This design comes from an exercise in tuning for small area, a short achievable clock period and few clock cycles per item on the open sky130 flow, not from production work. At most, simulation tests tie the RTL to the original design; equivalence was not proved. No activity file was given, so power comes from the tool's default toggle rates.

==> flow/design.v (excerpt) <==
module rsfv_top (
   input  logic        clock,
   input  logic        reset,
   input  logic        csr_we,
   input  logic [1:0]  csr_index,
   input  logic [7:0]  csr_wdata,
   input  logic        req_valid,
   output logic        req_stall,
   input  logic [1:0]  req_func,
   input  logic [63:0] req_fresh_a,
   input  logic [63:0] req_fresh_b,
   input  logic [63:0] req_fresh_c,
   input  logic        req_use_sequence,
   input  logic [63:0] req_accepted_seq,
   input  logic [63:0] req_value_a,
   input  logic [63:0] req_value_b,
   input  logic [63:0] req_value_c,
   input  logic        req_is_signed,
   output logic        rsp_valid,
   input  logic        rsp_stall,
   output logic [2:0]  rsp_connected_mask,
   output logic        rsp_any_connected,
   output logic [63:0] rsp_result_value,
   output logic        rsp_value_written,
   output logic        rsp_b_c_agree
);
clock: 6.0 ns
lec_check: 0
cap_margin: 20
core_margin: 2
core_utilization: 60
cts_buf_list: sky130_fd_sc_hd__clkbuf_4 sky130_fd_sc_hd__clkbuf_8
setup_slack_margin: 3.5
slew_margin: 20
synth_hierarchical: 1
synth_minimum_keep_size: 0
tns_end_percent: 5
standard.sh (not shown) runs the stock make flow with config.mk's settings and CLKGATE_MAP_FILE= SYNTH_SCRIPT=/design/flow/synth_recipe.tcl, a recipe that flattens the netlist after the stock synthesis.
==> flow/flow/run.sh <==
#!/bin/bash
export BUFFER_PORTS_ARGS="-buffer_cell sky130_fd_sc_hd__buf_1"
bash standard.sh cts > standard_cts.log 2>&1 || exit 1
bash standard.sh SETUP_SLACK_MARGIN=0 > standard.log 2>&1
The first run passed the timing, DRC and antenna checks.
Then changed:
--- a/flow/design.v
+++ b/flow/design.v
@@ -421,38 +421,46 @@
    logic nl_ab;
    logic nl_bc;
    logic nl_ac;
    rsfv_less64 u_ab  (.a(req_value_a), .b(req_value_b), .sgn(req_is_signed), .lt(l_ab), .nlt(nl_ab));
    rsfv_less64 u_bcl (.a(req_value_b), .b(req_value_c), .sgn(req_is_signed), .lt(l_bc), .nlt(nl_bc));
    rsfv_less64 u_ac  (.a(req_value_a), .b(req_value_c), .sgn(req_is_signed), .lt(l_ac), .nlt(nl_ac));
    logic wr_in;
-   logic wr_ld;
    logic hold;
    logic k_a;
    logic k_b;
    logic k_c;
    logic m_ab;
    logic m_ac;
    logic m_bc;
    logic m3;
+   logic load_c;
+   logic k_a_w, k_b_w, k_c_w, m_ab_w, m_ac_w, m_bc_w, m3_w;
    always_comb begin
-      wr_in = is_comb && mask_ff != 3'b000;
-      wr_ld = wr_in && load;
-      hold  = ~load;
-      k_a   = wr_ld && (mask_ff == 3'b001 ||
-                        (ds_ff && (mask_ff == 3'b011 || mask_ff == 3'b101)) ||
-                        (ds_ff && mask_ff == 3'b111 && !bc_ff));
-      k_b   = wr_ld && (mask_ff == 3'b010 || (ds_ff && mask_ff == 3'b110) ||
-                        (ds_ff && mask_ff == 3'b111 && bc_ff));
-      k_c   = wr_ld && mask_ff == 3'b100;
-      m_ab  = wr_ld && !ds_ff && mask_ff == 3'b011;
-      m_ac  = wr_ld && !ds_ff && mask_ff == 3'b101;
-      m_bc  = wr_ld && !ds_ff && mask_ff == 3'b110;
-      m3    = wr_ld && !ds_ff && mask_ff == 3'b111;
+      wr_in  = is_comb && mask_ff != 3'b000;
+      k_a_w  = wr_in && (mask_ff == 3'b001 ||
+                         (ds_ff && (mask_ff == 3'b011 || mask_ff == 3'b101)) ||
+                         (ds_ff && mask_ff == 3'b111 && !bc_ff));
+      k_b_w  = wr_in && (mask_ff == 3'b010 || (ds_ff && mask_ff == 3'b110) ||
+                         (ds_ff && mask_ff == 3'b111 && bc_ff));
+      k_c_w  = wr_in && mask_ff == 3'b100;
+      m_ab_w = wr_in && !ds_ff && mask_ff == 3'b011;
+      m_ac_w = wr_in && !ds_ff && mask_ff == 3'b101;
+      m_bc_w = wr_in && !ds_ff && mask_ff == 3'b110;
+      m3_w   = wr_in && !ds_ff && mask_ff == 3'b111;
    end
+   rsfv_nand2 u_load_c (.a(ov_ff), .b(rsp_stall), .y(load_c));
+   rsfv_and2  u_hold   (.a(ov_ff), .b(rsp_stall), .y(hold));
+   rsfv_and2  u_ka  (.a(load_c), .b(k_a_w),  .y(k_a));
+   rsfv_and2  u_kb  (.a(load_c), .b(k_b_w),  .y(k_b));
+   rsfv_and2  u_kc  (.a(load_c), .b(k_c_w),  .y(k_c));
+   rsfv_and2  u_mab (.a(load_c), .b(m_ab_w), .y(m_ab));
+   rsfv_and2  u_mac (.a(load_c), .b(m_ac_w), .y(m_ac));
+   rsfv_and2  u_mbc (.a(load_c), .b(m_bc_w), .y(m_bc));
+   rsfv_and2  u_m3  (.a(load_c), .b(m3_w),   .y(m3));
    logic [3:0] ta;
    logic [3:0] tb;
    logic [3:0] tc;
    logic [3:0] sel_a;
    logic [3:0] sel_b;
    logic [3:0] sel_c;
    rsfv_a21oi u_ta0 (.a1(m_ab), .a2(nl_ab), .b1(k_a), .y(ta[0]));
The new run went through all stages and came out clean.
Routed wire length is higher by about 0.9%.
Maximum frequency grows by 0.77%.
Global-route usage goes up by 0.40 points.
Clock skew climbs by 0.012 ns.
Critical path depth goes up by 3.
Power goes up by 1.8%.
Via count barely changes.
Setup slack is better by 0.022 ns.
Synthesized area stays flat.
Flip-flop and latch count is unchanged.
Die area hardly moves.
Cell area rose by 0.48%.
Testbench counts after the change, summed over its fixed seeds: cycles 8,208, items 8,192.
Only the layout flow was run in the first run of this note; the RTL was not checked for function there.

separate check: timing with driven ports:
No port has a modelled driver above. Below, the same layouts with a new extraction and two added sets of constraints.
Step 1 sets driving cells, clkbuf_16 on the clock port and buf_2 on the other inputs (assumed; they add their load-dependent delay and slew).
Step 2 adds t to the input delays and takes it off the output delays; t is the mean of the earliest and latest rising clock arrival at the registers after step 1. Input paths then give back, and output paths get back, about the clock's delay inside the block.
Three values: no drivers, after step 1, after step 2; two values: the first two.
run	t, ns	setup slack, ns	worst setup path at the end	clock arrival spread, ns
the first run	0.701	3.078 / 3.054 / 2.353	input to register	0.047 / 0.047
the second run	0.702	3.100 / 3.059 / 2.357	input to register	0.059 / 0.058
After both steps every run listed still meets setup and hold. For the second run, which loses most, drivers alone change the setup slack by -0.041 ns; drivers and shift together by -0.743 ns.
